Source: an optimization exercise on an open RTL-to-GDS flow (aim: a short achievable clock period and few clock cycles per item). Production flows keep margins and buffers that such runs may drop.
At most, simulation tests tie the RTL to the original design; equivalence was not proved.
The RTL of runs 1 to 3 was laid out without a check of its function.

## flow/config.mk

```make
export PLATFORM = sky130hd
export DESIGN_NAME = goertzel_multi
export DESIGN_NICKNAME = goertzel_multi
export VERILOG_FILES = /design/flow/design.v
export SDC_FILE = /design/flow/constraint.sdc
export NUM_CORES = 4
export LEC_CHECK = 0
export CAP_MARGIN = 20
export CORE_MARGIN = 2
export CORE_UTILIZATION = 40
export SLEW_MARGIN = 20
```

## flow/constraint.sdc

```tcl
create_clock -name core_clock -period 13.0 [get_ports {dsp_clk}]
set_input_delay 2.6000 -clock core_clock [delete_from_list [all_inputs] [get_ports {dsp_clk}]]
set_output_delay 2.6000 -clock core_clock [all_outputs]
set_load 0.01 [all_outputs]
```

## flow/design.v

```verilog
module goertzel_multi #(
  parameter int NUM_BINS     = 4,
  parameter int LOG2_SAMPLES = 9,
  parameter int D_W          = 16,
  parameter int S_W          = 8,
  parameter int FRAC         = 14
) (
  input  logic                    dsp_clk,
  input  logic                    rst_n,
  input  logic                    start,
  input  logic                    coef_wr,
  input  logic [2:0]              coef_idx,
  input  logic [D_W-1:0]          coef_val,
  output logic [LOG2_SAMPLES-1:0] sample_address,
  input  logic [S_W-1:0]          sample_data_in,
  output logic                    busy,
  output logic                    mag_valid,
  input  logic                    mag_ready,
  output logic [2:0]              mag_bin,
  output logic [D_W-1:0]          mag_data,
  output logic                    frame_done
);
  localparam int NB  = 4;
  localparam int ND  = 8;            
  localparam int CNT_POST = 514;     
  localparam int CNT_LOAD = 515;     
  localparam logic [17:0] W_K = 18'(-4 * 21845);
  logic                    busy_q;
  logic [9:0]              cnt_q;
  logic [LOG2_SAMPLES-1:0] addr_q;
  logic                    clr_q;      
  logic                    xz_q;       
  logic                    mvalid_q;
  logic [2:0]              bin_q;
  logic                    done_q;
  logic [D_W-1:0]          mag_q [NB];
  logic [D_W-1:0]          coef_q [NB];
  logic [ND-1:0]           one_q  [NB];
  logic [ND-1:0]           two_q  [NB];
  logic [ND-1:0]           neg_q  [NB];
  logic                    accept;
  logic                    last_out;
  assign accept   = mvalid_q && mag_ready;
  assign last_out = (bin_q == 3'(NB - 1));
  function automatic logic [3*ND-1:0] booth_recode(input logic [15:0] c);
    logic b0, b1, b2;
    for (int i = 0; i < ND; i++) begin
      b0 = (i == 0) ? 1'b0 : c[2*i-1];
      b1 = c[2*i];
      b2 = c[2*i+1];
      booth_recode[i]      = b1 ^ b0;                              
      booth_recode[ND+i]   = (b2 & ~b1 & ~b0) | (~b2 & b1 & b0);   
      booth_recode[2*ND+i] = b2 & ~(b1 & b0);                      
    end
  endfunction
  function automatic logic [63:0] csa(input logic [31:0] a, input logic [31:0] b,
                                      input logic [31:0] c);
    csa = {((a & b) | (a & c) | (b & c)) << 1, a ^ b ^ c};
  endfunction
  always_ff @(posedge dsp_clk) begin
    if (!rst_n) begin
      busy_q   <= 1'b0;
      cnt_q    <= '0;
      addr_q   <= '0;
      mvalid_q <= 1'b0;
      bin_q    <= '0;
      done_q   <= 1'b0;
      for (int b = 0; b < NB; b++) begin
        coef_q[b] <= '0;
        one_q[b]  <= '0;
        two_q[b]  <= '0;
        neg_q[b]  <= '0;
      end
    end else begin
      done_q <= 1'b0;
      if (!busy_q) begin
        if (coef_wr && !coef_idx[2]) begin
          for (int b = 0; b < NB; b++) begin
            if (coef_idx[1:0] == 2'(b)) begin
              coef_q[b] <= coef_val;
              {neg_q[b], two_q[b], one_q[b]} <= booth_recode(coef_val);
            end
          end
        end
        if (start) begin
          busy_q <= 1'b1;
          cnt_q  <= 10'd1;
          addr_q <= 9'd1;
        end
      end else begin
        if (cnt_q != 10'(CNT_LOAD + 1)) cnt_q <= cnt_q + 1'b1;
        addr_q <= addr_q + 1'b1;
        if (cnt_q == 10'(CNT_LOAD)) begin
          mvalid_q <= 1'b1;
          bin_q    <= '0;
        end
        if (accept) begin
          if (last_out) begin
            mvalid_q <= 1'b0;
            busy_q   <= 1'b0;
            done_q   <= 1'b1;
            cnt_q    <= '0;
            addr_q   <= '0;
            bin_q    <= '0;
          end else begin
            bin_q <= bin_q + 1'b1;
          end
        end
      end
    end
  end
  always_ff @(posedge dsp_clk) begin
    clr_q <= !rst_n || !busy_q || (accept && last_out);
    xz_q  <= busy_q && (cnt_q == 10'(CNT_POST - 2));
  end
  logic signed [S_W-1:0] x_in;
  assign x_in = $signed(sample_data_in);
  logic [33:0] p_val [NB];
  for (genvar b = 0; b < NB; b++) begin : g_bin
    logic signed [15:0] s1_q, s2_q;
    logic [17:0]        w_q;          
    logic signed [17:0] u_q;          
    logic signed [31:0] sq_q;         
    logic signed [15:0] s2p_q;        
    logic [16:0] row [ND];
    logic signed [16:0] s1x;
    assign s1x = 17'(s1_q);
    for (genvar i = 0; i < ND; i++) begin : g_row
      logic [16:0] m, e;
      assign m = ({17{one_q[b][i]}} & s1x) | ({17{two_q[b][i]}} & {s1x[15:0], 1'b0});
      assign e = m ^ {17{neg_q[b][i]}};
      assign row[i] = {~e[16], e[15:0]};
    end
    logic [13:0] nlo;
    for (genvar i = 0; i < 7; i++) begin : g_nlo
      assign nlo[2*i]   = neg_q[b][i];
      assign nlo[2*i+1] = 1'b0;
    end
    logic [31:0] r [9];
    for (genvar i = 0; i < ND; i++) begin : g_r
      assign r[i] = 32'({15'd0, row[i]}) << (2 * i);
    end
    assign r[8] = {w_q, nlo};
    logic [31:0] l1 [6];
    logic [31:0] l2 [4];
    logic [31:0] l3 [3];
    logic [31:0] l4 [2];
    assign {l1[1], l1[0]} = csa(r[0], r[1], r[2]);
    assign {l1[3], l1[2]} = csa(r[3], r[4], r[5]);
    assign {l1[5], l1[4]} = csa(r[6], r[7], r[8]);
    assign {l2[1], l2[0]} = csa(l1[0], l1[1], l1[2]);
    assign {l2[3], l2[2]} = csa(l1[3], l1[4], l1[5]);
    assign {l3[1], l3[0]} = csa(l2[0], l2[1], l2[2]);
    assign l3[2] = l2[3];
    assign {l4[1], l4[0]} = csa(l3[0], l3[1], l3[2]);
    logic [31:0] tot;
    assign tot = l4[0] + l4[1];
    logic        ovf;
    logic [15:0] s0;
    assign ovf = (tot[31] != tot[30]) || (tot[30] != tot[29]);
    assign s0  = ovf ? {tot[31], {15{~tot[31]}}} : tot[29:14];
    always_ff @(posedge dsp_clk) begin
      s1_q  <= clr_q ? 16'sd0 : $signed(s0);
      s2_q  <= s1_q;
      w_q   <= 18'(xz_q ? 8'sd0 : x_in) - 18'(s1_q) + 18'(neg_q[b][7]) + W_K;
      u_q   <= $signed(tot[31:14]);
      sq_q  <= s1_q * s1_q;
      s2p_q <= s2_q;
    end
    assign p_val[b] = 34'(sq_q) - 34'(s2p_q) * 34'(u_q);
  end
  function automatic logic [D_W-1:0] clamp(input logic [33:0] p);
    if (p[33]) clamp = '0;
    else if (|p[32:16]) clamp = '1;
    else clamp = p[15:0];
  endfunction
  always_ff @(posedge dsp_clk) begin
    if (busy_q && cnt_q == 10'(CNT_LOAD)) begin
      for (int b = 0; b < NB; b++) mag_q[b] <= clamp(p_val[b]);
    end else if (accept) begin
      for (int b = 0; b < NB - 1; b++) mag_q[b] <= mag_q[b+1];
    end
  end
  assign sample_address = addr_q;
  assign busy           = busy_q;
  assign mag_valid      = mvalid_q;
  assign mag_bin        = bin_q;
  assign mag_data       = mag_q[0];
  assign frame_done     = done_q;
endmodule
```

## flow/run.sh

```bash
#!/bin/bash
# synth_recipe.tcl (not shown) runs the flow's synth.tcl, then flattens the netlist and writes it again
# the make line also repeats each setting of config.mk as NAME=value (left out here)
make -C /OpenROAD-flow-scripts/flow DESIGN_CONFIG=/design/flow/config.mk WORK_HOME=/design/flow/orfs CLKGATE_MAP_FILE= SYNTH_SCRIPT=/design/flow/synth_recipe.tcl finish
```

==> results.ini, run 1 <==
[layout]
fillers=31700
area_growth_pct=5.82
finish.cell_count_without_fillers=17900
seqCellArea_um2=13500
multi_input_area_um2=103000
fin_util_pct=42.5
layout.nets=17300
drive_gt1_share_pct=2.73

[clocking]
cts_max_level=3
hold_buffers=0
cts_tree=yes
cts.sinks=643
clockBufferDepth=4
clockRootBuffer=clkbuf_16
clk_latency_ns=0.82
path_clk_slew_ns=0.06
cts_setup_buffers=0
cts_buffers=84
cts_resized=0

[drt]
drc=0
drtAntennaViolNets=0
first_pass_iters=6
drtIter0Drc=5559
via_count=90200
via_per_inst=5.05
totalWireLength_mm=332
wl_per_cell_um=18.6

[yosys]
synth_area_leaders=fa_1 (41%), ha_1 (11%), dfxtp_1 (8.9%), inv_1 (8.4%), xnor2_1 (5.0%)
ys_seq_elements=643
syn_inst=13800
synth_warnings=31
synth_area_leader_cell=fa_1
async_reset_ff_share_pct=0
synthesis.area_um2=130000
synth-seq-area-share_pct=10.4
syn_area_per_cell_um2=9.43
synth_ff_type=dfxtp_1
synth-edff-count=64
yosysUniqueCellTypes=98
synth_top_area_share_pct=40.9

[setup_path]
worst-path-max-fanout=18
reg2reg_slack_ns=4.45
end_kind=flop
cp-startpoint=g_bin[1].s2p_q[1]
cp_data_required_time_ns=13.51
crit_path_start_kind=flop
path_class=reg2reg
r2r-start=g_bin[1].s2p_q[1]
arrival_ns=9.07

[placement]
placed_cells=17700
gp_congestion=0.865
io_buffers=62
post-dp-hpwl_mm=271

[floorplanning]
start_util_pct=40.2
die_w_um=574
rows=209
die_y_um=574
die_area_um2=330000
coreArea_um2=324000
ios=63

[run]
drv_cap=0

[sta]
hold_ws_ns=0.312
slew_headroom_pct=25.3
hold_viol_final=0
clock_skew_ns=0.0479
final.setup.tns_ns=0
max_freq_ghz=0.117
worst_slew_pin_slew_ns=1.12
drv_slew=0
fin_crit_sh_pct=65.8
rsz0062_at_grt=no
period_needed_ns=8.55
finalSetupViolCount=0

[global_route]
grt_usage_pct=20.5
antenna_found_initial=19
grt-ovfl-total=0
grt_max_degree=86
grt_pass1_wl_mm=537
grt_pass1_vias=95100

[outcome]
status=no timing/DRC/antenna violations

[worst_hold_path]
min_path_type=reg2reg
min_from=g_bin[1].s2_q[9]

worst max-delay path, cell delays in order, from the launching register on:
cell	delay (ns)
dfxtp_1	0.74
nand2_1	0.77
fa_1	0.78
inv_1	0.06
fa_1	0.53
fa_1	0.45
fa_1	0.50
fa_1	0.49
inv_1	0.04
ha_1	0.37
a21o_1	0.23
a21oi_1	0.20
o21ai_0	0.14
o41ai_2	0.50
mux2i_1	0.13
a2111oi_0	0.65
nand4_1	0.17
a2111oi_0	0.43
nand3_1	0.19
nor4_4	0.49
buf_6	0.25
a311oi_1	0.11
area by class of cell:
class	count	area share, %
timing repair buffer	199	1.20
clock buffer	109	1.75
tap	4325	3.93
sequential	643	9.81
antenna	4	0.00727
inverter	2945	8.03
multi-input combinational	9587	74.9
clock inverter	38	0.323
sequential cells by signal (all words and copies together), names as in the netlist:
register / cells
addr_q: 9
bin_q: 3
busy_q: 1
clr_q: 1
cnt_q: 10
done_q: 1
g_bin.s1_q: 64
g_bin.s2_q: 60
g_bin.s2p_q: 64
g_bin.sq_q: 124
g_bin.u_q: 72
g_bin.w_q: 72
mag_q: 64
mvalid_q: 1
neg_q: 32
one_q: 32
two_q: 32
xz_q: 1
per-layer routing:
layer	global-route usage (%)	wire, um	share of wire [%]
met5	0	57	0.017
met4	5.08	8450	2.5
met3	2.21	16000	4.8
met2	35.4	163000	49
met1	27.5	144000	43
final timing paths:
kind	endpoint	depth (start not counted)
max	mag_q[1][2]	21
min reg2reg	g_bin[1].s2p_q[9]	0
max reg2reg	mag_q[1][2]	21
min	g_bin[1].s2p_q[9]	0
stage by stage:
stage | worst slack (ns) | cell area, um^2
after floorplan | 5.74 | 130000
after global routing | 3.71 | 138000
after CTS | 4.09 | 138000
after global placement | 4.43 | 135000
final | 4.45 | 138000
after detailed placement | 4.12 | 135000
cells in the mapped netlist, types with 18 or more instances:
library cell  number
a21oi_1          365
nor3_1            83
and2_1           815
o21a_1            41
ha_1            1128
nand3_1           93
a21boi_0          90
dfxtp_1          579
a31oi_1           48
o211a_1           36
nand4_1           32
or3_1             24
buf_1             69
fa_1            2660
and3_1            56
nand2_1         1142
nor2_1           459
o31ai_1           20
a22oi_1          483
edfxtp_1          64
a311oi_1          25
buf_2             18
nor2b_1          148
o22ai_1           18
a21o_1           152
o211ai_1          34
xnor2_1          744
clkinv_1          19
inv_1           2915
clkbuf_1         542
xor2_1           210
nand2b_1          66
a211oi_1          24
o21ai_0          248
or2_2             21
o21bai_1          40
cell usage in the layout (no fill, tap or decap), types with 18 or more instances in the layout:
master	netlist	layout
xnor2_1	744	742
nor3_1	83	81
nand3_1	93	92
o211a_1	36	36
and3_1	56	56
edfxtp_1	64	64
ha_1	1128	1128
clkdlybuf4s50_1	0	61
nand4_1	32	32
o211ai_1	34	34
dfxtp_1	579	578
nor2b_1	148	148
nand2_1	1142	1141
a21o_1	152	152
nand2b_1	66	65
buf_4	6	136
o22ai_1	18	18
a21oi_1	365	365
a211oi_1	24	23
fa_1	2660	2660
a22oi_1	483	483
o21ai_0	248	248
or3_1	24	24
a21boi_0	90	90
and2_1	815	815
o21a_1	41	41
nor2_1	459	457
clkbuf_16	0	89
o31ai_1	20	19
o21bai_1	40	40
a31oi_1	48	48
clkinv_1	19	19
or2_2	21	21
inv_1	2915	2915
xor2_1	210	210
a311oi_1	25	25
cell families after synthesis:
group                      after synthesis  share of synthesized area, %
AOI/OAI and AO/OA                     1787                          9.38
DFF                                    643                          10.4
adders and majority gates             3788                          51.8
muxes                                   24                         0.193
other                                    1                       0.00288
buffers and inverters                 3584                          10.4
and+or+nand+nor                       3026                          11.4
xor gates and xnor gates               956                          6.45
==> run 2, diff against run 1 <==
--- a/flow/design.v
+++ b/flow/design.v
@@ -24,5 +24,8 @@
   localparam int ND  = 8;            
-  localparam int CNT_POST = 514;     
-  localparam int CNT_LOAD = 515;     
+  localparam int XREG = 0;           
+  localparam int FIRST = 2 + XREG;   
+  localparam int CNT_POST = FIRST + 512;   
+  localparam int CNT_LOAD = FIRST + 514;   
   localparam logic [17:0] W_K = 18'(-4 * 21845);
+  localparam logic [33:0] P_K = 34'(-(64'd21845 << 16) - (64'd21845 << 18));
   logic                    busy_q;
@@ -31,2 +34,3 @@
   logic                    clr_q;      
+  logic                    clr2_q;
   logic                    xz_q;       
@@ -58,2 +62,6 @@
     csa = {((a & b) | (a & c) | (b & c)) << 1, a ^ b ^ c};
+  endfunction
+  function automatic logic [67:0] csa34(input logic [33:0] a, input logic [33:0] b,
+                                        input logic [33:0] c);
+    csa34 = {((a & b) | (a & c) | (b & c)) << 1, a ^ b ^ c};
   endfunction
@@ -112,7 +120,10 @@
   always_ff @(posedge dsp_clk) begin
-    clr_q <= !rst_n || !busy_q || (accept && last_out);
-    xz_q  <= busy_q && (cnt_q == 10'(CNT_POST - 2));
-  end
-  logic signed [S_W-1:0] x_in;
-  assign x_in = $signed(sample_data_in);
+    clr2_q <= !rst_n || !busy_q || (accept && last_out);
+    clr_q  <= (XREG == 0) ? (!rst_n || !busy_q || (accept && last_out))
+                          : (!rst_n || clr2_q || (busy_q && cnt_q == 10'd1));
+    xz_q   <= busy_q && (cnt_q == 10'(CNT_POST - 2));
+  end
+  logic signed [S_W-1:0] x_in, x_q;
+  always_ff @(posedge dsp_clk) x_q <= $signed(sample_data_in);
+  assign x_in = (XREG != 0) ? x_q : $signed(sample_data_in);
   logic [33:0] p_val [NB];
@@ -122,4 +133,2 @@
     logic signed [17:0] u_q;          
-    logic signed [31:0] sq_q;         
-    logic signed [15:0] s2p_q;        
     logic [16:0] row [ND];
@@ -161,2 +170,5 @@
     assign s0  = ovf ? {tot[31], {15{~tot[31]}}} : tot[29:14];
+    logic [15:0]        s1c_q;        
+    logic [ND-1:0]      aone_q, atwo_q, aneg_q;    
+    logic [ND-1:0]      bone_q, btwo_q, bneg_q;    
     always_ff @(posedge dsp_clk) begin
@@ -166,6 +178,56 @@
       u_q   <= $signed(tot[31:14]);
-      sq_q  <= s1_q * s1_q;
-      s2p_q <= s2_q;
-    end
-    assign p_val[b] = 34'(sq_q) - 34'(s2p_q) * 34'(u_q);
+      s1c_q <= s1_q;
+      {aneg_q, atwo_q, aone_q} <= booth_recode(s1_q);
+      {bneg_q, btwo_q, bone_q} <= booth_recode(s2_q);
+    end
+    logic [33:0] q [18];
+    logic signed [16:0] ax;
+    logic signed [18:0] ux;
+    assign ax = 17'($signed(s1c_q));
+    assign ux = 19'(u_q);
+    for (genvar i = 0; i < ND; i++) begin : g_prow
+      logic [16:0] ma, ea;
+      logic [18:0] mb, eb;
+      logic        nb;
+      assign ma = ({17{aone_q[i]}} & ax) | ({17{atwo_q[i]}} & {ax[15:0], 1'b0});
+      assign ea = ma ^ {17{aneg_q[i]}};
+      assign nb = ~bneg_q[i];
+      assign mb = ({19{bone_q[i]}} & ux) | ({19{btwo_q[i]}} & {ux[17:0], 1'b0});
+      assign eb = mb ^ {19{nb}};
+      assign q[i]      = 34'({~ea[16], ea[15:0]}) << (2 * i);
+      assign q[ND + i] = 34'({~eb[18], eb[17:0]}) << (2 * i);
+      assign q[16][2*i]   = aneg_q[i];
+      assign q[16][2*i+1] = 1'b0;
+      assign q[17][2*i]   = nb;
+      assign q[17][2*i+1] = 1'b0;
+    end
+    assign q[16][33:16] = P_K[33:16];
+    assign q[17][33:16] = '0;
+    logic [33:0] k1 [12];
+    logic [33:0] k2 [8];
+    logic [33:0] k3 [6];
+    logic [33:0] k4 [4];
+    logic [33:0] k5 [3];
+    logic [33:0] k6 [2];
+    for (genvar j = 0; j < 6; j++) begin : g_k1
+      assign {k1[2*j+1], k1[2*j]} = csa34(q[3*j], q[3*j+1], q[3*j+2]);
+    end
+    for (genvar j = 0; j < 4; j++) begin : g_k2
+      assign {k2[2*j+1], k2[2*j]} = csa34(k1[3*j], k1[3*j+1], k1[3*j+2]);
+    end
+    assign {k3[1], k3[0]} = csa34(k2[0], k2[1], k2[2]);
+    assign {k3[3], k3[2]} = csa34(k2[3], k2[4], k2[5]);
+    assign k3[4] = k2[6];
+    assign k3[5] = k2[7];
+    assign {k4[1], k4[0]} = csa34(k3[0], k3[1], k3[2]);
+    assign {k4[3], k4[2]} = csa34(k3[3], k3[4], k3[5]);
+    assign {k5[1], k5[0]} = csa34(k4[0], k4[1], k4[2]);
+    assign k5[2] = k4[3];
+    assign {k6[1], k6[0]} = csa34(k5[0], k5[1], k5[2]);
+    logic [33:0] ps_q, pc_q;
+    always_ff @(posedge dsp_clk) begin
+      ps_q <= k6[0];
+      pc_q <= k6[1];
+    end
+    assign p_val[b] = ps_q + pc_q;
   end
==> flow/flow/run.sh (new file) <==
#!/bin/bash
set -euo pipefail
bash standard.sh SETUP_SLACK_MARGIN=8.5 finish > standard_flow.log 2>&1
==> flow/standard.sh (new file) <==
#!/bin/bash
# synth_recipe.tcl (not shown) runs the flow's synth.tcl, then flattens the netlist and writes it again
# the make line also repeats each setting of config.mk as NAME=value (left out here)
make -C /OpenROAD-flow-scripts/flow DESIGN_CONFIG=/design/flow/config.mk WORK_HOME=/design/flow/orfs CLKGATE_MAP_FILE= SYNTH_SCRIPT=/design/flow/synth_recipe.tcl "${@:-finish}"
removed: flow/run.sh
==> results.ini, run 2 <==
[setup_path]
reg2reg_to=g_bin[1].s1_q[3]
end_kind=flop
r2r.worst_path.cells=24
crit_path_start_kind=flop
reg2reg_slack_ns=7.05
path_class=reg2reg
cp_data_required_time_ns=13.72
arrival_ns=6.66
worst-path-max-fanout=7
r2r-start=g_bin[1].s1_q[12]

[sta]
clock_skew_ns=0.0646
fin_crit_sh_pct=45.8
worst_slew_pin_slew_ns=1.24
drv_slew=0
max_freq_ghz=0.168
finalSetupViolCount=0
period_needed_ns=5.95
slew_headroom_pct=17.5
rsz0062_at_grt=yes
final.setup.tns_ns=0
setup_ws_ns=7.05
hold_viol_final=0

[yosys]
synth_area_leaders=fa_1 (25%), dfxtp_1 (15%), xnor2_1 (13%), ha_1 (11%), a22oi_1 (10%)
async_reset_ff_share_pct=0
synth_top_area_share_pct=25.0
synthesis.area_um2=111000
synth_area_leader_cell=fa_1
syn_inst=12000
synth_ff_type=dfxtp_1
synth-edff-count=64
synth_common_cells=inv_1 (1804), xnor2_1 (1588), a22oi_1 (1500)
syn_area_per_cell_um2=9.27
yosysUniqueCellTypes=105
synth-seq-area-share_pct=16.9
ys_seq_elements=907
post-synth-top-count-cell=inv_1
synth_warnings=59

[drt]
first_pass_iters=6
wl_per_cell_um=22.5
via_count=87300
via_per_inst=5.65
totalWireLength_mm=348
drc=0
drtIter0Drc=7447
drtAntennaViolNets=0

[clocking]
cts_max_level=3
clockBufferDepth=3
clockRootBuffer=clkbuf_16
cts.sinks=907
cts_tree=yes
cts_buffers=110
path_clk_slew_ns=0.07
clk_latency_ns=0.82

[worst_hold_path]
whs_endpoint=g_bin[0].s2_q[15]
holdPathStages=0
min_path_type=reg2reg
min_from=g_bin[0].s1_q[15]

[global_route]
grt_usage_pct=24.2
antenna_found_initial=18
grt_max_degree=78
grt_pass1_wl_mm=537
grt-ovfl-total=0
grt_pass1_vias=90900

[layout]
drive_gt1_share_pct=15.3
fin_util_pct=46.0
fillers=25600
reg_top3=g_bin.ps_q: 136 flops, g_bin.pc_q: 128 flops
largest_reg_flops=136
area_growth_pct=14.4
final_common_cell=inv_1
layout.nets=14100
largest_register=g_bin.ps_q
layout_common_cells=inv_1 (1763), xnor2_1 (1529), a22oi_1 (1407)

[placement]
dp_slack_ns=5.46
gp_congestion=0.900
io_buffers=62
post-dp-hpwl_mm=247

[floorplanning]
start_util_pct=40.2
die_area_um2=282000
rows=193
ios=63
die_w_um=531
coreArea_um2=276000
die_y_um=531

[outcome]
status=no timing/DRC/antenna violations

[run]
drv_cap=0

==> run 2: cell count changes after synthesis, moves of 188 or more <==
cell / change
nor2_1: -188
inv_1: -1111
fa_1: -1272
dfxtp_1: +264
nand2_1: -612
and2_1: -797
xnor2_1: +844
clkbuf_1: +292
a22oi_1: +1017
==> run 2: logic make-up (layout without fill, tap and decap cells) <==
| logic type | Yosys count | count (layout) | synth area share (%) |
|---|---|---|---|
| other cells | 0 | 6 | 0 |
| flops | 907 | 907 | 16.9 |
| mux | 18 | 18 | 0.164 |
| fa+ha+maj | 2399 | 2399 | 36.4 |
| compound gates | 2629 | 2629 | 16.5 |
| simple gates | 1301 | 1304 | 5.55 |
| xor+xnor | 1868 | 1868 | 14.7 |
| buf+inv | 2868 | 2618 | 9.73 |
==> run 2: how the worst max path moves through the flow <==
stage | from | to | slack, ns | cells after the start
3_3_place_gp | g_bin[3].s1_q[7] | g_bin[3].s1_q[14] | 5.53 | 20
2_1_floorplan | two_q[1][1] | g_bin[1].s1_q[2] | 7.35 | 23
5_1_grt | g_bin[1].s1_q[3] | g_bin[1].s1_q[3] | 6.83 | 23
3_5_place_dp | g_bin[3].s1_q[7] | g_bin[3].s1_q[14] | 5.46 | 20
6_report | g_bin[1].s1_q[12] | g_bin[1].s1_q[3] | 7.05 | 24
4_1_cts | g_bin[1].s1_q[8] | g_bin[1].s1_q[4] | 7.17 | 23
==> run 2: cell type report <==
class                      count  area [um^2]  share of cell area [%]
timing repair buffer         580         6250                    4.92
sequential                   907        19800                    15.6
multi-input combinational   8218        85600                    67.3
timing repair inverter         1         7.51                 0.00591
clock inverter                70          830                   0.653
tap                         3705         4640                    3.65
clock buffer                 138         3050                    2.40
antenna                        6         15.0                  0.0118
inverter                    1829         6920                    5.45
==> run 2: through the flow <==
stage	hold slack, ns	area (um^2)	std cells
after detailed placement	0.378	115000	14800
after global placement	0.380	115000	14800
after global routing	0.396	127000	15500
after floorplan	0.353	113000	12000
after CTS	0.386	124000	15300
final	0.385	127000	15500
==> run 2: routing by layer <==
| layer | part of all wire (%) | track usage (%) |
|---|---|---|
| met1 | 43 | 32.7 |
| met2 | 45 | 38.2 |
| met3 | 8.8 | 5.23 |
| met4 | 3.5 | 8.40 |
| met5 | 0.025 | 0 |
==> run 2: worst max-delay path, stage by stage, from the launching register on <==
cell	delay, ns
dfxtp_4	0.35
buf_12	0.13
a22oi_2	0.21
xnor2_2	0.11
fa_1	0.55
inv_2	0.04
fa_1	0.55
fa_1	0.44
fa_1	0.54
inv_2	0.06
ha_4	0.24
a21oi_2	0.13
o21ai_2	0.07
nand2b_4	0.14
o311a_4	0.39
o21ai_4	0.19
nor4b_4	0.33
a211oi_4	0.13
o41ai_2	0.21
buf_4	0.19
buf_12	0.11
xor2_4	0.06
nand4b_1	0.32
buf_6	0.23
a21oi_2	0.14
==> run 2: what timing repair did <==
action | 4_1_cts | 5_1_grt
setup buffers | 261 | 110
resized for setup | 920 | 426
setup endpoints to repair | 383 | 306
pin swaps | 253 | 179
cloned | 26 | 4
hold buffers | 0 | 0
==> run 3, diff against run 2 <==
==> flow/run.sh (new file) <==
#!/bin/bash
# synth_recipe.tcl (not shown) runs the flow's synth.tcl, then flattens the netlist and writes it again
# the make line also repeats each setting of config.mk as NAME=value (left out here)
make -C /OpenROAD-flow-scripts/flow DESIGN_CONFIG=/design/flow/config.mk WORK_HOME=/design/flow/orfs CLKGATE_MAP_FILE= SYNTH_SCRIPT=/design/flow/synth_recipe.tcl finish
--- a/flow/config.mk
+++ b/flow/config.mk
@@ -9,3 +9,4 @@
 export CORE_MARGIN = 2
-export CORE_UTILIZATION = 40
+export CORE_UTILIZATION = 55
+export SETUP_SLACK_MARGIN = 5
 export SLEW_MARGIN = 20
removed: flow/flow/run.sh
removed: flow/standard.sh
==> results.ini, run 3 <==
[setup_path]
end_kind=flop
path_delay_family=compound AO/OA/AOI/OAI gates
path_class=reg2reg
cp_data_required_time_ns=13.67
cp_common_cell=fa_1
arrival_ns=8.08
crit_path_start_kind=flop
reg2reg_slack_ns=5.59
cpPeakStageDelay_ns=0.91
slowest_stage=dfxtp_1
path_buf_inv=2
worst-path-max-fanout=15
cp_cell_sequence=clkinv_1 > xnor2_1 > fa_1 > inv_1 > fa_1 > fa_1 > ha_1 > ha_1 > a31oi_1 > nor2_1 > a211oi_1 > o31ai_1 > o41ai_2 > o211ai_2 > a211oi_1 > xnor2_1 > o21bai_1 > nand2_1 > o31ai_1

[yosys]
ys_seq_elements=907
synth_common_cells=inv_1 (1804), xnor2_1 (1588), a22oi_1 (1500)
synthesis.area_um2=111000
syn_area_per_cell_um2=9.27
synth-edff-count=64
async_reset_ff_share_pct=0
synth_area_leader_cell=fa_1
synth_warnings=59
synth_ff_type=dfxtp_1
yosysUniqueCellTypes=105
synth-seq-area-share_pct=16.9
syn_inst=12000
synth_top_area_share_pct=25.0
synth_area_leaders=fa_1 (25%), dfxtp_1 (15%), xnor2_1 (13%), ha_1 (11%), a22oi_1 (10%)
post-synth-top-count-cell=inv_1

[clocking]
cts_max_level=3
cts_resized=0
cts.sinks=907
clockRootBuffer=clkbuf_16
clockBufferDepth=3
hold_buffers=0
cts_setup_buffers=0
cts_buffers=107
clk_latency_ns=0.78
path_clk_slew_ns=0.07
cts_tree=yes

[layout]
layout_common_cells=inv_1 (1803), xnor2_1 (1587), a22oi_1 (1500)
area_growth_pct=4.45
fin_util_pct=57.9
layout.nets=13700
fin_area_um2=116000
fillers=17700
largest_register=g_bin.ps_q
largest_reg_flops=136
reg_top3=g_bin.ps_q: 136 flops, g_bin.pc_q: 128 flops
finish.cell_count_without_fillers=14000
drive_gt1_share_pct=3.79
multi_input_area_um2=81600
seqCellArea_um2=18800
final_common_cell=inv_1

[drt]
wl_per_cell_um=23.6
drtAntennaViolNets=0
drc=0
via_count=83700
drtIter0Drc=8122
via_per_inst=5.97
first_pass_iters=6
totalWireLength_mm=331

[global_route]
antenna_found_initial=20
grt_max_degree=76
grt_pass1_vias=85500
grt-ovfl-total=0
grt_usage_pct=32.2
grt_pass1_wl_mm=515

[sta]
drv_slew=0
period_needed_ns=7.41
max_freq_ghz=0.135
worst_slew_pin_slew_ns=1.19
finalSetupViolCount=0
clock_skew_ns=0.0385
hold_viol_final=0
fin_crit_sh_pct=57.0
slew_headroom_pct=20.6
rsz0062_at_grt=no
final.setup.tns_ns=0
hold_ws_ns=0.409

[worst_hold_path]
min_path_type=reg2reg

[floorplanning]
start_util_pct=55.5
die_w_um=453
die_y_um=453
die_area_um2=206000
rows=164
coreArea_um2=200000
ios=63

[placement]
post-dp-hpwl_mm=250
dpl_cell_area_um2=112000
placed_cells=13800
gp_congestion=0.902
io_buffers=62

[outcome]
status=no timing/DRC/antenna violations

[run]
drv_cap=0

-- run 3: cell counts after synthesis --
No cell type changed its count.
-- run 3: kinds of logic (layout without fill, tap and decap cells) --
family / count (synthesis) / count (layout) / share of synthesized area, %
xor gates and xnor gates: 1868 / 1868 / 14.7
adders and majority gates: 2399 / 2399 / 36.4
DFF: 907 / 907 / 16.9
buffers and inverters: 2868 / 2231 / 9.73
AOI/OAI and AO/OA: 2629 / 2629 / 16.5
and+or+nand+nor: 1301 / 1301 / 5.55
other: 0 / 10 / 0
muxes: 18 / 18 / 0.164
-- run 3: layout make-up --
type | count | area share, %
Antenna cell | 10 | 0.0216
Clock inverter | 75 | 0.809
Sequential cell | 907 | 16.2
Multi-Input combinational cell | 8215 | 70.3
Clock buffer | 125 | 2.45
Timing Repair Buffer | 202 | 1.44
Inverter | 1829 | 5.92
Tap cell | 2656 | 2.86
-- run 3: metrics by stage --
step                setup slack, ns
floorplan                      6.74
global placement               5.55
detailed placement             5.54
CTS                            5.51
global route                   5.13
finish                         5.59
-- run 3: per-layer routing --
metal | GRT usage, % | vias to the layer above | wire length, um | part of all wire, %
li1 | - | 37900 | - | -
met1 | 46.0 | 41600 | 146000 | 44
met2 | 49.2 | 3566 | 145000 | 44
met3 | 5.99 | 584 | 27600 | 8.3
met4 | 10.8 | 4 | 11700 | 3.5
met5 | 0 | - | 27 | 0.0082
-- run 3: final timing paths --
| check | startpoint | endpoint | cells after the start |
|---|---|---|---|
| max | neg_q[3][2] | g_bin[3].s1_q[14] | 19 |
| min | g_bin[2].s1_q[4] | g_bin[2].s2_q[4] | 0 |
| max reg2reg | neg_q[3][2] | g_bin[3].s1_q[14] | 19 |
| min reg2reg | g_bin[2].s1_q[4] | g_bin[2].s2_q[4] | 0 |
==> run 4, diff against run 3 <==
--- a/flow/design.v
+++ b/flow/design.v
@@ -24,3 +24,3 @@
   localparam int ND  = 8;            
-  localparam int XREG = 0;           
+  localparam int XREG = 1;           
   localparam int FIRST = 2 + XREG;   
@@ -130,8 +130,14 @@
   for (genvar b = 0; b < NB; b++) begin : g_bin
-    logic signed [15:0] s1_q, s2_q;
+    logic [15:0]        s1_q;         
+    logic               ov_q;         
+    logic               sg_q;         
+    logic signed [15:0] s1s;          
+    logic signed [15:0] s2_q;         
     logic [17:0]        w_q;          
     logic signed [17:0] u_q;          
+    logic [31:0]        dp_q, dn_q;   
+    assign s1s = ov_q ? {sg_q, {15{~sg_q}}} : s1_q;
     logic [16:0] row [ND];
     logic signed [16:0] s1x;
-    assign s1x = 17'(s1_q);
+    assign s1x = 17'($signed(s1_q));
     for (genvar i = 0; i < ND; i++) begin : g_row
@@ -166,6 +172,14 @@
     assign tot = l4[0] + l4[1];
-    logic        ovf;
-    logic [15:0] s0;
-    assign ovf = (tot[31] != tot[30]) || (tot[30] != tot[29]);
-    assign s0  = ovf ? {tot[31], {15{~tot[31]}}} : tot[29:14];
+    logic [31:0] zoff, cx, altp, altn;
+    assign zoff = {18'(neg_q[b][7]) + W_K, nlo};
+    assign cx   = 32'($signed(coef_q[b]));
+    assign altp = {w_q, nlo} + dp_q;
+    assign altn = {w_q, nlo} + dn_q;
+    logic [17:0] y;
+    logic        ovt, ovp, ovn, ovf;
+    assign ovt = (tot[31] != tot[30]) || (tot[30] != tot[29]);
+    assign ovp = (altp[31] != altp[30]) || (altp[30] != altp[29]);
+    assign ovn = (altn[31] != altn[30]) || (altn[30] != altn[29]);
+    assign y   = !ov_q ? tot[31:14] : sg_q ? altn[31:14] : altp[31:14];
+    assign ovf = !ov_q ? ovt : sg_q ? ovn : ovp;
     logic [15:0]        s1c_q;        
@@ -174,8 +188,12 @@
     always_ff @(posedge dsp_clk) begin
-      s1_q  <= clr_q ? 16'sd0 : $signed(s0);
-      s2_q  <= s1_q;
-      w_q   <= 18'(xz_q ? 8'sd0 : x_in) - 18'(s1_q) + 18'(neg_q[b][7]) + W_K;
-      u_q   <= $signed(tot[31:14]);
-      s1c_q <= s1_q;
-      {aneg_q, atwo_q, aone_q} <= booth_recode(s1_q);
+      s1_q  <= clr_q ? 16'd0 : y[15:0];
+      ov_q  <= clr_q ? 1'b0 : ovf;
+      sg_q  <= y[17];
+      s2_q  <= s1s;
+      w_q   <= 18'(xz_q ? 8'sd0 : x_in) - 18'(s1s) + 18'(neg_q[b][7]) + W_K;
+      u_q   <= $signed(y);
+      dp_q  <= (cx << 15) - cx - zoff;
+      dn_q  <= 32'd0 - (cx << 15) - zoff;
+      s1c_q <= s1s;
+      {aneg_q, atwo_q, aone_q} <= booth_recode(s1s);
       {bneg_q, btwo_q, bone_q} <= booth_recode(s2_q);
==> flow/flow/run.sh (new file) <==
#!/bin/bash
set -euo pipefail
bash standard.sh SETUP_SLACK_MARGIN=9.5 finish > standard_flow.log 2>&1
==> flow/standard.sh (new file) <==
#!/bin/bash
# synth_recipe.tcl (not shown) runs the flow's synth.tcl, then flattens the netlist and writes it again
# the make line also repeats each setting of config.mk as NAME=value (left out here)
make -C /OpenROAD-flow-scripts/flow DESIGN_CONFIG=/design/flow/config.mk WORK_HOME=/design/flow/orfs CLKGATE_MAP_FILE= SYNTH_SCRIPT=/design/flow/synth_recipe.tcl "${@:-finish}"
--- a/flow/config.mk
+++ b/flow/config.mk
@@ -9,4 +9,3 @@
 export CORE_MARGIN = 2
-export CORE_UTILIZATION = 55
-export SETUP_SLACK_MARGIN = 5
+export CORE_UTILIZATION = 40
 export SLEW_MARGIN = 20
removed: flow/run.sh
==> results.ini, run 4 <==
[setup_path]
r2r-start=g_bin[0].s1_q[11]
path_delay_family=adder cells
path_class=reg2reg
cp_cell_sequence=buf_8 > a22oi_2 > xnor2_1 > fa_1 > inv_2 > fa_1 > fa_1 > fa_1 > inv_2 > ha_4 > a2111o_1 > nor2_2 > a21oi_4 > o311ai_4 > o211ai_1 > buf_4 > a221oi_2 > buf_4 > o21ai_4 > a21oi_2 > o21ai_2 > xor2_1 > o221a_2
crit_path_start_kind=flop
cp-startpoint=g_bin[0].s1_q[11]
cp_common_cell=fa_1
cp_data_required_time_ns=13.75
cpPeakStageDelay_ns=0.53
slowest_stage=fa_1
end_kind=flop
path_buf_inv=5
worst-path-max-fanout=21
arrival_ns=6.35

[drt]
drc=0
drtIter0Drc=9888
drtAntennaViolNets=0
totalWireLength_mm=461
first_pass_iters=8
wl_per_cell_um=22.6
via_per_inst=5.56
via_count=114000

[sta]
max_freq_ghz=0.179
period_needed_ns=5.60
drv_slew=0
worst_slew_pin_slew_ns=0.962
hold_ws_ns=0.441
fin_crit_sh_pct=43.1
slew_headroom_pct=35.4
final.setup.tns_ns=0
rsz0062_at_grt=yes
clock_skew_ns=0.0684
finalSetupViolCount=0
hold_viol_final=0

[layout]
drive_gt1_share_pct=28.6
reg_top3=g_bin.ps_q: 136 flops, g_bin.dp_q: 128 flops, g_bin.pc_q: 128 flops
layout_common_cells=inv_1 (1743), xnor2_1 (1656), ha_1 (1350)
finish.cell_count_without_fillers=20400
largest_register=g_bin.ps_q
final_common_cell=inv_1
area_growth_pct=27.6
fillers=30100
fin_util_pct=51.2
largest_reg_flops=136
layout.nets=18700

[global_route]
grt-ovfl-total=0
grt_pass1_vias=113000
grt_usage_pct=25.2
grt_pass1_wl_mm=682
antenna_found_initial=21
grt_max_degree=113

[yosys]
synth_area_leader_cell=fa_1
synth_top_family_by_area=adder cells
synth_xor_area_share_pct=14.1
yosysUniqueCellTypes=100
synth_area_leaders=fa_1 (20%), dfxtp_1 (17%), ha_1 (14%), xnor2_1 (12%), a22oi_1 (8.2%)
synthesis.area_um2=136000
synth_ff_type=dfxtp_1
async_reset_ff_share_pct=0
syn_inst=15000
synth_warnings=59
synth-simple-area-share_pct=7.14
synth-seq-area-share_pct=18.5
ys_seq_elements=1228
syn_area_per_cell_um2=9.11
synth_compound_area_share_pct=17.5
synth-edff-count=64
synthAdderAreaFrac_pct=33.9
post-synth-top-count-cell=inv_1
synth_top_area_share_pct=20.4
synth_common_cells=inv_1 (1977), xnor2_1 (1885), a22oi_1 (1497)
synth_mux_area_share_pct=0.279

[floorplanning]
ios=63
die_w_um=588
start_util_pct=40.2
die_area_um2=346000
die_y_um=588
coreArea_um2=340000
rows=214

[clocking]
clockBufferDepth=4
clockRootBuffer=clkbuf_16
cts.sinks=1228
clk_latency_ns=0.87
path_clk_slew_ns=0.06
cts_max_level=4
cts_buffers=158
cts_tree=yes

[placement]
gp_congestion=0.885
placed_cells=18700
io_buffers=62
post-dp-hpwl_mm=302

[worst_hold_path]
min_from=clr2_q
min_path_type=reg2reg

[run]
drv_cap=0

[outcome]
status=no timing/DRC/antenna violations

run 4: cell count changes in the layout (fill, tap and decap cells not counted), moves of 248 or more:
cell and change:
a22oi_1 -643, dfxtp_4 +379, buf_4 +893, ha_1 +339
buf_6 +302, fa_1 -327, nand2_1 +248, fa_2 +327
a22oi_2 +639
run 4: worst paths after layout:
check / cells past startpoint / to / slack, ns
setup / recovery: 23 / g_bin[0].sg_q / 7.40
setup reg to reg: 23 / g_bin[0].sg_q / 7.40
hold reg to reg: 2 / clr_q / 0.44
hold / removal: 2 / clr_q / 0.44
run 4: final cells by class:
class | instances | area (um^2) | area share (%)
Sequential cell | 1228 | 26700 | 15.3
Inverter | 2018 | 7780 | 4.47
Clock inverter | 71 | 857 | 0.492
Antenna cell | 7 | 17.5 | 0.0101
Timing Repair Buffer | 1722 | 18500 | 10.6
Multi-Input combinational cell | 10600 | 110000 | 63.2
Clock buffer | 207 | 4480 | 2.58
Tap cell | 4536 | 5680 | 3.26
run 4: logic make-up after synthesis:
family / after synthesis
compound gates: 3437
buf+inv: 3117
fa+ha+maj: 2868
xor+xnor: 2195
simple gates: 2101
flops: 1228
mux: 37
run 4: stage by stage:
step                      worst slack (ns)  cell area (um^2)
after floorplan                       7.55            145000
after global placement                6.50            143000
after detailed placement              6.47            143000
after CTS                             7.30            166000
after global routing                  7.21            174000
final                                 7.40            174000
run 4: worst reg2reg max path, delay by kind of cell, from the launching register on:
kind	cells	cell delay (ns)
AND/OR/NAND/NOR	1	0.15
buffers and inverters	5	0.62
flip-flops	1	0.34
adder cells (fa/ha/maj)	5	2.19
AO/OA/AOI/OAI	10	1.89
XOR/XNOR	2	0.29
run 4: routing by layer:
| layer | GRT usage, % | part of all wire, % |
|---|---|---|
| met5 | 0 | 0.015 |
| met4 | 10.9 | 5.2 |
| met3 | 4.43 | 8.2 |
| met2 | 40.9 | 46 |
| met1 | 33.0 | 41 |
run 4: what timing repair did:
| action | 4_1_cts | 5_1_grt |
|---|---|---|
| resized for setup | 2373 | 1072 |
| gates cloned | 42 | 14 |
| hold buffers | 0 | 0 |
| pin swaps | 824 | 827 |
| endpoints found under the hold margin | 0 | 0 |
| endpoints found under the setup margin | 724 | 666 |
| setup buffers | 1026 | 406 |
Testbench counts of run 4, summed over its fixed seeds: cycles 12,528, frames 24.
==> run 5, diff against run 4 <==
--- a/flow/design.v
+++ b/flow/design.v
@@ -61,3 +61,3 @@
                                       input logic [31:0] c);
-    csa = {((a & b) | (a & c) | (b & c)) << 1, a ^ b ^ c};
+    csa = {(((a ^ b) & c) | (~(a ^ b) & a)) << 1, a ^ b ^ c};
   endfunction
==> results.ini, run 5 <==
[clocking]
cts.sinks=1228
cts_max_level=4
clk_latency_ns=0.93
clockRootBuffer=clkbuf_16
path_clk_slew_ns=0.07
hold_buffers=0
clockBufferDepth=4
cts_tree=yes
cts_buffers=157

[setup_path]
arrival_ns=5.97
worst-path-max-fanout=6
cp_common_cell=xnor2_2
crit_path_start_kind=flop
slowest_stage=mux4_2
cpPeakStageDelay_ns=0.55
cp_data_required_time_ns=13.74
path_class=reg2reg
cp_cell_sequence=buf_6 > a22oi_2 > xnor2_2 > xnor2_2 > xnor2_2 > xor2_1 > xnor2_2 > buf_4 > xnor2_4 > maj3_2 > ha_4 > nand3_2 > a21oi_4 > o21ai_4 > o221a_4 > o31ai_4 > nand4_1 > o221ai_2 > o41ai_2 > xnor2_1 > mux4_2 > nand2_2 > a41oi_2
end_kind=flop

[floorplanning]
die_w_um=590
die_area_um2=349000
start_util_pct=40.1
rows=215
coreArea_um2=343000
die_y_um=590
ios=63

[yosys]
synth_xor_area_share_pct=18.5
synth_area_leader_cell=dfxtp_1
synth_warnings=59
synth-simple-area-share_pct=7.24
synth_ff_type=dfxtp_1
ys_seq_elements=1228
synthesis.area_um2=138000
synth_top_family_by_area=adder cells
synth_area_leaders=dfxtp_1 (17%), xnor2_1 (16%), fa_1 (15%), ha_1 (13%), a22oi_1 (8.2%)
synth_mux_area_share_pct=0.245
synth-seq-area-share_pct=18.3
synth-edff-count=64
post-synth-top-count-cell=xnor2_1
synth_top_area_share_pct=16.9
yosysUniqueCellTypes=100
synth_common_cells=xnor2_1 (2439), a22oi_1 (1511), inv_1 (1505)
synthAdderAreaFrac_pct=30.7
syn_area_per_cell_um2=9.00
synth_compound_area_share_pct=17.7
async_reset_ff_share_pct=0
syn_inst=15300

[sta]
rsz0062_at_grt=yes
drv_slew=0
fin_crit_sh_pct=40.3
finalSetupViolCount=0
worst_slew_pin_slew_ns=1.36
slew_headroom_pct=8.73
clock_skew_ns=0.111
hold_viol_final=0
final.setup.tns_ns=0
period_needed_ns=5.24
max_freq_ghz=0.191

[drt]
drtIter0Drc=11600
via_count=120000
wl_per_cell_um=22.9
totalWireLength_mm=486
drc=0
drtAntennaViolNets=0
via_per_inst=5.67
first_pass_iters=9

[global_route]
grt_pass1_vias=118000
grt_pass1_wl_mm=712
antenna_found_initial=20
grt_usage_pct=26.1
grt_max_degree=93
grt-ovfl-total=0

[run]
drv_cap=0

[worst_hold_path]
min_path_type=reg2reg

[layout]
reg_top3=g_bin.ps_q: 136 flops, g_bin.dp_q: 128 flops, g_bin.pc_q: 128 flops
fin_util_pct=53.2
finish.cell_count_without_fillers=21300
largest_register=g_bin.ps_q
fillers=29400
drive_gt1_share_pct=33.5
layout_common_cells=xnor2_1 (2073), buf_4 (1404), ha_1 (1316)
final_common_cell=xnor2_1
layout.nets=19100
area_growth_pct=32.6
largest_reg_flops=136

[placement]
gp_congestion=0.894
io_buffers=62
placed_cells=19000
post-dp-hpwl_mm=311

[outcome]
status=no timing/DRC/antenna violations

==> run 5: cell type report <==
cell class                 count  area [um^2]  area share (%)
clock inverter                77         1040           0.570
antenna                        9         22.5          0.0123
timing repair buffer        2218        22800            12.5
sequential                  1228        26800            14.7
inverter                    1535         6010            3.29
tap                         4557         5700            3.13
multi-input combinational  11400       116000            63.4
clock buffer                 204         4370            2.39
==> run 5: kinds of logic after synthesis <==
logic type               after synthesis
AO/OA/AOI/OAI                       3522
XOR/XNOR                            2903
flip-flops                          1228
buffers and inverters               2640
multiplexers                          32
adder cells (fa/ha/maj)             2831
AND/OR/NAND/NOR                     2135
==> run 5: repair_timing <==
item,4_1_cts,5_1_grt
gates cloned,45,18
resized for setup,2887,1173
setup buffers,1463,443
endpoints found under the setup margin,698,570
pin swaps,1160,965
==> run 5: stage by stage <==
stage	hold WS [ns]	instance area, um^2	worst slack, ns
after CTS	0.429	173000	7.94
after floorplan	0.384	147000	8.17
final	0.423	182000	7.76
after global routing	0.458	182000	7.52
after global placement	0.414	145000	6.89
after detailed placement	0.415	145000	6.89
==> run 5: final timing paths <==
kind,end,depth (start not counted),startpoint,slack [ns]
hold reg to reg,clr_q,2,clr2_q,0.42
setup / recovery,g_bin[0].ov_q,23,g_bin[0].s1_q[5],7.76
hold / removal,clr_q,2,clr2_q,0.42
setup reg to reg,g_bin[0].ov_q,23,g_bin[0].s1_q[5],7.76
==> run 5: layer usage <==
layer,GRT usage (%),vias up,wire (um)
li1,-,54500,-
met2,41.9,5632,217000
met3,4.63,1422,42800
met1,34.2,58900,199000
met4,11.7,10,27900
met5,0,-,72
==> run 5: critical path, delay by kind of cell, from the launching register on <==
family / cells / cell delay (ns)
AO/OA/AOI/OAI: 8 / 1.39
XOR/XNOR: 7 / 1.41
adder cells (fa/ha/maj): 2 / 0.62
buffers and inverters: 2 / 0.32
flip-flops: 1 / 0.38
multiplexers: 1 / 0.55
AND/OR/NAND/NOR: 3 / 0.37
Testbench counts of run 5, summed over its fixed seeds: cycles 12,528, frames 24.
==> run 6, diff against run 5 <==
--- a/flow/design.v
+++ b/flow/design.v
@@ -131,4 +131,7 @@
     logic [15:0]        s1_q;         
+    logic [1:0]         yh_q;         
     logic               ov_q;         
     logic               sg_q;         
+    assign ov_q = (yh_q[1] != yh_q[0]) || (yh_q[0] != s1_q[15]);
+    assign sg_q = yh_q[1];
     logic signed [15:0] s1s;          
@@ -178,8 +181,8 @@
     logic [17:0] y;
-    logic        ovt, ovp, ovn, ovf;
-    assign ovt = (tot[31] != tot[30]) || (tot[30] != tot[29]);
-    assign ovp = (altp[31] != altp[30]) || (altp[30] != altp[29]);
-    assign ovn = (altn[31] != altn[30]) || (altn[30] != altn[29]);
-    assign y   = !ov_q ? tot[31:14] : sg_q ? altn[31:14] : altp[31:14];
-    assign ovf = !ov_q ? ovt : sg_q ? ovn : ovp;
+    logic [17:0] ya;
+    logic        selt, sela;
+    assign ya   = sg_q ? altn[31:14] : altp[31:14];
+    assign selt = !ov_q && !clr_q;
+    assign sela = ov_q && !clr_q;
+    assign y    = ({18{!ov_q}} & tot[31:14]) | ({18{ov_q}} & ya);
     logic [15:0]        s1c_q;        
@@ -188,5 +191,4 @@
     always_ff @(posedge dsp_clk) begin
-      s1_q  <= clr_q ? 16'd0 : y[15:0];
-      ov_q  <= clr_q ? 1'b0 : ovf;
-      sg_q  <= y[17];
+      s1_q  <= ({16{selt}} & tot[29:14]) | ({16{sela}} & ya[15:0]);
+      yh_q  <= ({2{selt}} & tot[31:30]) | ({2{sela}} & ya[17:16]);
       s2_q  <= s1s;
==> results.ini, run 6 <==
[sta]
hold_ws_ns=0.418
rsz0062_at_grt=yes
finalSetupViolCount=0
fin_crit_sh_pct=40.4
drv_slew=0
max_freq_ghz=0.190
period_needed_ns=5.25
clock_skew_ns=0.102
final.setup.tns_ns=0
worst_slew_pin_slew_ns=1.17
slew_headroom_pct=21.7
hold_viol_final=0

[layout]
largest_register=g_bin.ps_q
multi_input_area_um2=114000
layout_common_cells=xnor2_1 (2067), inv_1 (1409), ha_1 (1227)
area_growth_pct=30.7
finish.cell_count_without_fillers=20900
drive_gt1_share_pct=32.2
reg_top3=g_bin.ps_q: 136 flops, g_bin.dp_q: 128 flops, g_bin.pc_q: 128 flops
final_common_cell=xnor2_1
fin_area_um2=179000
fin_util_pct=52.5
fillers=29300
largest_reg_flops=136
layout.nets=18700
seqCellArea_um2=26800

[clocking]
cts_buffers=160
cts_tree=yes
clk_latency_ns=0.96
cts.sinks=1232
hold_buffers=0
path_clk_slew_ns=0.07
clockRootBuffer=clkbuf_16
clockBufferDepth=4
cts_max_level=4

[setup_path]
path_buf_inv=2
cp_common_cell=xnor2_1
cp_cell_sequence=buf_12 > a22oi_2 > xnor2_1 > buf_4 > nand2_1 > a21oi_1 > xnor2_4 > xnor2_4 > xnor2_2 > xnor2_1 > ha_1 > a21oi_2 > o21ai_2 > a31o_2 > o211ai_1 > a31oi_2 > o2111ai_2 > a31oi_4 > o41ai_4 > o21bai_1 > xnor2_1 > a2111oi_1
path_delay_family=compound AO/OA/AOI/OAI gates
crit_path_start_kind=flop
cp_data_required_time_ns=13.78
end_kind=flop
arrival_ns=6.03
cpPeakStageDelay_ns=0.51
worst-path-max-fanout=10
path_class=reg2reg
slowest_stage=a21oi_1

[floorplanning]
coreArea_um2=340000
die_y_um=588
rows=214
die_w_um=588
ios=63
die_area_um2=346000
start_util_pct=40.2

[global_route]
grt-ovfl-total=0
grt_pass1_vias=114000
grt_usage_pct=26.4
grt_max_degree=100
grt_pass1_wl_mm=708
antenna_found_initial=17

[placement]
post-dp-hpwl_mm=318
placed_cells=19000
io_buffers=62
dpl_cell_area_um2=144000
gp_congestion=0.918

[yosys]
synth_area_leader_cell=dfxtp_1
yosysUniqueCellTypes=86
synth_common_cells=xnor2_1 (2416), inv_1 (1639), a22oi_1 (1512)
ys_seq_elements=1232
post-synth-top-count-cell=xnor2_1
synth_ff_type=dfxtp_1
synthesis.area_um2=137000
synth-edff-count=64
syn_inst=15300
synth_warnings=59
synth_area_leaders=dfxtp_1 (17%), xnor2_1 (15%), fa_1 (15%), ha_1 (13%), a22oi_1 (8.3%)
synth_top_area_share_pct=17.1
async_reset_ff_share_pct=0
synth-seq-area-share_pct=18.5
syn_area_per_cell_um2=8.91

[drt]
drc=0
first_pass_iters=10
totalWireLength_mm=488
via_per_inst=5.66
drtAntennaViolNets=0
drtIter0Drc=10900
via_count=118000
wl_per_cell_um=23.4

[run]
drv_cap=0

[outcome]
status=no timing/DRC/antenna violations

[worst_hold_path]
min_path_type=reg2reg

-- run 6: layout make-up --
| cell class | instances | share of cell area, % |
|---|---|---|
| antenna | 11 | 0.0154 |
| clock buffer | 193 | 2.44 |
| clock inverter | 92 | 0.531 |
| inverter | 1672 | 3.63 |
| multi-input combinational | 11300 | 63.8 |
| sequential | 1232 | 15.0 |
| tap | 4536 | 3.18 |
| timing repair buffer | 1868 | 11.4 |
-- run 6: metrics by stage --
stage	worst slack (ns)
floorplan	8.15
global placement	7.10
detailed placement	7.13
CTS	8.06
global route	7.52
finish	7.75
-- run 6: cell families after synthesis --
| logic type | Yosys count | share of synthesized area [%] |
|---|---|---|
| AO/OA/AOI/OAI | 3301 | 16.7 |
| XOR/XNOR | 2835 | 18.2 |
| buffers and inverters | 2823 | 7.78 |
| adder cells (fa/ha/maj) | 2752 | 30.2 |
| AND/OR/NAND/NOR | 2254 | 7.49 |
| flip-flops | 1232 | 18.5 |
| multiplexers | 134 | 1.08 |
-- run 6: final timing paths --
kind	start	end	slack, ns	depth (start not counted)
setup / recovery	g_bin[1].s1_q[2]	g_bin[1].yh_q[1]	7.75	22
hold / removal	clr2_q	clr_q	0.42	2
setup reg to reg	g_bin[1].s1_q[2]	g_bin[1].yh_q[1]	7.75	22
hold reg to reg	clr2_q	clr_q	0.42	2
-- run 6: timing repair --
| action | CTS | global route |
|---|---|---|
| cloned | 49 | 15 |
| setup endpoints to repair | 718 | 677 |
| pin swaps | 1018 | 850 |
| setup buffers | 1128 | 418 |
| resized for setup | 2783 | 1142 |
-- run 6: worst min-delay path, stage by stage (launching register included) --
cell and delay (ns):
dfxtp_1 0.31, nor2b_1 0.04, o41ai_1 0.04
-- run 6: per-layer routing --
| layer | wire, um | global-route usage (%) |
|---|---|---|
| met1 | 202000 | 35.4 |
| met2 | 212000 | 40.4 |
| met3 | 47600 | 5.76 |
| met4 | 25700 | 11.7 |
| met5 | 80 | 0 |
Testbench counts of run 6, summed over its fixed seeds: cycles 12,528, frames 24.
==> run 7, diff against run 6 <==
--- a/flow/design.v
+++ b/flow/design.v
@@ -174,3 +174,3 @@
     logic [31:0] tot;
-    assign tot = l4[0] + l4[1];
+    goertzel_multi_add32 u_add (.a(l4[0]), .b(l4[1]), .s(tot));
     logic [31:0] zoff, cx, altp, altn;
@@ -272 +272,8 @@
 endmodule
+module goertzel_multi_add32 (
+  input  logic [31:0] a,
+  input  logic [31:0] b,
+  output logic [31:0] s
+);
+  assign s = a + b;
+endmodule
--- a/flow/config.mk
+++ b/flow/config.mk
@@ -11 +11,2 @@
 export SLEW_MARGIN = 20
+export SYNTH_HIERARCHICAL = 1
==> results.ini, run 7 <==
[outcome]
status=no timing/DRC/antenna violations

[worst_hold_path]
whs_endpoint=g_bin[2].s1c_q[15]
min_from=g_bin[2].yh_q[1]
min_path_type=reg2reg
holdPathStages=0

[setup_path]
r2r.worst_path.cells=19
end_kind=flop
cp-startpoint=one_q[3][3]
reg2reg_to=g_bin[3].s1_q[7]
path_class=reg2reg
cp_data_required_time_ns=13.71
arrival_ns=5.23
crit_path_start_kind=flop
r2r-start=one_q[3][3]
reg2reg_slack_ns=8.48
worst-path-max-fanout=11

[sta]
worst_slew_pin_slew_ns=1.15
drv_slew=0
period_needed_ns=4.52
hold_viol_final=0
fin_crit_sh_pct=34.8
clock_skew_ns=0.0388
finalSetupViolCount=0
hold_ws_ns=0.477
final.setup.tns_ns=0
rsz0062_at_grt=yes
slew_headroom_pct=23.2
max_freq_ghz=0.221

[floorplanning]
rows=217
die_w_um=595
coreArea_um2=349000
ios=63
die_area_um2=354000
start_util_pct=40.1
die_y_um=595

[clocking]
clk_latency_ns=0.87
clockRootBuffer=clkbuf_16
cts.sinks=1232
cts_max_level=4
clockBufferDepth=4
cts_tree=yes
cts_buffers=154
path_clk_slew_ns=0.06

[layout]
largest_register=g_bin.ps_q
area_growth_pct=35.1
fin_util_pct=54.2
largest_reg_flops=136
drive_gt1_share_pct=36.2
reg_top3=g_bin.ps_q: 136 flops, g_bin.dp_q: 128 flops, g_bin.pc_q: 128 flops
final_common_cell=xnor2_1
layout_common_cells=xnor2_1 (2017), buf_4 (1488), inv_1 (1359)
layout.nets=19600

[drt]
wl_per_cell_um=23.2
drc=0
via_count=125000
drtIter0Drc=11800
totalWireLength_mm=509
drtAntennaViolNets=0
first_pass_iters=8
via_per_inst=5.70

[global_route]
grt_max_degree=50
antenna_found_initial=10
grt_usage_pct=27.0
grt-ovfl-total=0
grt_pass1_vias=122000
grt_pass1_wl_mm=745

[yosys]
synthesis.area_um2=140000
syn_inst=15800
syn_area_per_cell_um2=8.85
synth_warnings=123

[placement]
gp_congestion=0.914
io_buffers=62
post-dp-hpwl_mm=327

[run]
drv_cap=0

==> run 7: area by class of cell <==
class	instances	area, um^2
diodes	7	17.5
flip-flops and latches	1232	26900
well taps	4599	5750
repair buffers	2304	23800
clock buffers	192	4230
multi-input cells	11800	120000
fillers	29600	160000
repair inverters	1	8.76
clock inverters	88	1280
inverters	1641	6400
==> run 7: worst max-delay path by stage <==
stage | end | slack, ns | depth (start not counted)
floorplan | g_bin[3].s1_q[15] | 8.73 | 19
global placement | two_q[3][6] | 7.56 | 5
detailed placement | two_q[3][6] | 7.55 | 5
CTS | g_bin[0].s1_q[13] | 8.53 | 22
global route | g_bin[0].yh_q[0] | 8.22 | 21
finish | g_bin[3].s1_q[7] | 8.48 | 19
==> run 7: metrics by stage <==
step | setup WS (ns) | std cells | cell area (um^2)
finish | 8.48 | 21900 | 189000
global placement | 7.56 | 19500 | 148000
global route | 8.22 | 21900 | 189000
CTS | 8.53 | 21400 | 179000
detailed placement | 7.55 | 19500 | 148000
floorplan | 8.73 | 15800 | 151000
==> run 7: metal layers <==
layer  global-route usage, %  routed length [um]  up-vias
li1                        -                   -    56400
met1                    36.3              210000    61000
met2                    41.4              221000     5941
met3                    5.39               48600     1394
met4                    12.5               29300        2
met5                   0.149                  11        -
==> run 7: timing repair <==
item,in CTS,in global routing
buffers inserted,1571,437
pin swaps,1105,1003
hold endpoints to repair,0,0
resized for setup,2999,1248
gates cloned,57,13
hold buffers,0,0
endpoints found under the setup margin,736,639
==> run 7: worst max-delay path: stages, from the launching register on <==
cell and delay (ns):
dfxtp_4 0.46, a22oi_2 0.13, xnor2_2 0.25, xnor2_1 0.20, xnor2_2 0.13, buf_4 0.15
xnor2_1 0.21, xor2_1 0.16, maj3_1 0.42, maj3_1 0.41, ha_4 0.31, nand4_1 0.19
o311ai_4 0.42, o2bb2ai_4 0.14, buf_6 0.14, buf_6 0.12, xnor2_4 0.12, o21ai_2 0.09
o41ai_4 0.13, nor2b_1 0.17
Testbench counts of run 7, summed over its fixed seeds: cycles 12,528, frames 24.

## afterwards: timing with drivers on the ports
In the flow no input, the clock included, has a driving cell. The finished layouts below were timed again as built, in two steps. Step 1 sets driving cells, clkbuf_16 on the clock port and buf_2 on the other inputs (assumed; they add their load-dependent delay and slew). Step 2 also shifts input and output timing later by t, the mid clock arrival at the registers, as if the neighbouring blocks saw the same clock. Slacks: ideal / step 1 / step 2; pairs: ideal / step 1.
| run | t, ns | slack for setup (ns) | worst hold slack (ns) |
|---|---|---|---|
| run 1 | 0.883 | 4.447 / 4.447 / 4.447 | 0.312 / 0.312 / 0.312 |
| run 2 | 0.862 | 7.051 / 7.051 / 7.051 | 0.385 / 0.385 / 0.385 |
| run 3 | 0.863 | 5.592 / 5.592 / 5.592 | 0.409 / 0.409 / 0.409 |
| run 4 | 0.940 | 7.403 / 7.403 / 7.403 | 0.441 / 0.441 / 0.441 |
| run 5 | 0.978 | 7.763 / 7.763 / 7.763 | 0.423 / 0.423 / 0.423 |
| run 6 | 1.021 | 7.748 / 7.748 / 7.748 | 0.418 / 0.418 / 0.418 |
| run 7 | 0.959 | 8.480 / 8.480 / 8.480 | 0.477 / 0.477 / 0.477 |
After both steps setup and hold are still met in every run listed.
